From an optimization exercise on the open Yosys and OpenROAD flow, aimed at small area, a short achievable clock period and few clock cycles; shortcuts taken in it are not production practice.
RTL that was checked went through simulation tests only; none was proved equivalent to the original.
Power and IR drop assume default switching activity.

Design bounded_fifo_with_remove_by_value, start of the top module:
module bounded_fifo_with_remove_by_value #(
  parameter int unsigned DEPTH      = DEPTH_DEF,
  parameter int unsigned DATA_WIDTH = DATA_WIDTH_DEF
) (
  input  logic               clk_i,
  input  logic               rst_ni,
  input  logic               cfg_we_i,
  input  logic [LIMIT_W-1:0] cfg_wdata_i,
  input  logic               in_valid_i,
  output logic               in_stall_o,
  input  logic [MODE_W+VALUE_W-1:0]          in_word_i,
  output logic               out_valid_o,
  input  logic               out_stall_i,
  output logic [STATUS_W+VALUE_W+OCC_W-1:0] out_word_o
);
export LEC_CHECK = 0
export CAP_MARGIN = 20
export CORE_MARGIN = 2
export CORE_UTILIZATION = 40
export CTS_CLUSTER_DIAMETER = 80
export CTS_CLUSTER_SIZE = 22
export PLACE_DENSITY = 0.8
export SETUP_SLACK_MARGIN = 2.8
export SLEW_MARGIN = 20
export TNS_END_PERCENT = 0
create_clock -name core_clock -period 5.0 [get_ports {clk_i}]
standard.sh (not shown) runs the stock make flow with config.mk's settings and CLKGATE_MAP_FILE= SYNTH_SCRIPT=/design/flow/synth_recipe.tcl, a recipe that flattens the netlist after the stock synthesis.
==> flow/flow/run.sh <==
#!/bin/bash
set -euo pipefail
export BUFFER_PORTS_ARGS="-buffer_cell sky130_fd_sc_hd__buf_2"
bash standard.sh > standard_flow.log 2>&1
Testbench counts at the start, summed over its fixed seeds: cycles 12,016.
Then changed:
--- a/flow/design.v
+++ b/flow/design.v
@@ -87,20 +87,21 @@
   logic [MODE_W-1:0]     mode0;
   logic [DATA_WIDTH-1:0] val0;
   logic                  v1_q;
   logic [MODE_W-1:0]     mode1_q;
   logic [DATA_WIDTH-1:0] val1_q;
   logic [DEPTH-1:0]      m1_q;
   logic                  r1_free;
   logic                  stall_q;
   logic                  pr_q;         
   logic [DEPTH-1:0]      vld_q, vld_d;
+  logic [DEPTH-1:0]      vld_next;          
   logic [CNT_W-1:0]      cnt_q, cnt_d;
   logic [LIMIT_W-1:0]    limit_q;
   logic                  room_q, room_d;    
   logic                  any_q, any_d;      
   logic [DATA_WIDTH-1:0] cell_data [DEPTH];
   logic [DEPTH-1:0]      cell_eq;
   logic [DEPTH-1:0]      below_full;        
   logic [DEPTH-1:0]      shift_en;
   logic [DEPTH-1:0]      m_next;
   logic                  eq01;
@@ -135,21 +136,21 @@
     if (!rst_ni) begin
       v1_q <= 1'b0;
     end else if (r1_free) begin
       v1_q <= in_valid_i;
     end
   end
   always_ff @(posedge clk_i) begin
     if (r1_free) begin
       mode1_q <= mode0;
       val1_q  <= val0;
-      m1_q    <= m_next;
+      m1_q    <= m_next & vld_next;
     end
   end
   assign fire      = v1_q & ~sv_q;
   assign is_push   = (mode1_q == MODE_PUSH);
   assign is_pop    = (mode1_q == MODE_POP);
   assign is_remove = (mode1_q == MODE_REMOVE);
   assign push_ok   = pr_q & ~sv_q;
   always_comb begin
     for (int i = 0; i < DEPTH; i++) begin
       below_full[i] = 1'b1;
@@ -197,21 +198,21 @@
       old_d = next_old;
     end
   end
   always_ff @(posedge clk_i or negedge rst_ni) begin
     if (!rst_ni) begin
       old_q <= '0;
     end else if (fire) begin
       old_q <= old_d;
     end
   end
-  assign hit_vec = m1_q & vld_q;
+  assign hit_vec = m1_q;
   assign found   = |hit_vec;
   bfrv_seek #(.DEPTH(DEPTH)) u_hit (
     .req_i    (hit_vec),
     .onehot_o (hit_oh)
   );
   always_comb begin
     clr = '0;
     if (is_pop)    clr = old_q;
     if (is_remove) clr = hit_oh;
   end
@@ -249,20 +250,21 @@
       any_d  = (cnt_q != CNT_W'(1));
     end
   end
   always_comb begin
     res_status = ST_DONE;
     if (is_push && !room_q)      res_status = ST_FULL;
     if (is_pop && !any_q)        res_status = ST_EMPTY;
     if (is_remove && !found)     res_status = ST_NOT_FOUND;
   end
   assign res = {res_status, res_value, OCC_W'(cnt_d)};
+  assign vld_next = fire ? vld_d : vld_q;
   always_ff @(posedge clk_i or negedge rst_ni) begin
     if (!rst_ni) begin
       vld_q <= '0;
       cnt_q <= '0;
       any_q <= 1'b0;
     end else if (fire) begin
       vld_q <= vld_d;
       cnt_q <= cnt_d;
       any_q <= any_d;
     end
Final cell count hardly moves.
Total power is lower by 3.2%.
Count of clock-buffer cells in the layout rose by 4.
Combinational power decreases by 12%.
Wire length goes down by 3.2%.
Setup slack is worse by 0.25 ns.
Sequential share of layout area shrinks by 0.25 points.
First-iteration DRC count went up by 2.3%.
Die area stays flat.
Global-route usage decreases by 1.3 points.
Maximum frequency is lower by 9.4%.
Clock power shrinks by about 2%.
Function not checked in the second run of this note: the RTL went through the layout flow alone.

[static timing again, ports no longer ideal]
No port has a modelled driver above. Below, the same layouts with a new extraction and two added sets of constraints.
Step 1, drivers: a clkbuf_16 drives clk_i and a buf_2 each remaining input, both assumed.
Step 2, shift: input delay + t, output delay - t, t = (earliest + latest rising clock arrival at the registers) / 2. This alone moves slack from input paths to output paths.
a / b / c = ideal ports / drivers / drivers and shift; a / b = the first two.
run | shift t [ns] | setup WS [ns] | worst setup path after step 2 | slew at the worst register clock pin (ns) | worst data-port slew with drivers (ns)
the first run | 0.679 | 2.580 / 2.580 / 1.949 | input to register | 0.10 / 0.10 | 0.07
the second run | 0.668 | 2.330 / 2.305 / 1.637 | input to register | 0.11 / 0.11 | 0.09
After both steps every run listed still meets setup and hold. The setup slack of the second run, which loses most, moves by -0.025 ns with the drivers and by -0.693 ns with both steps.
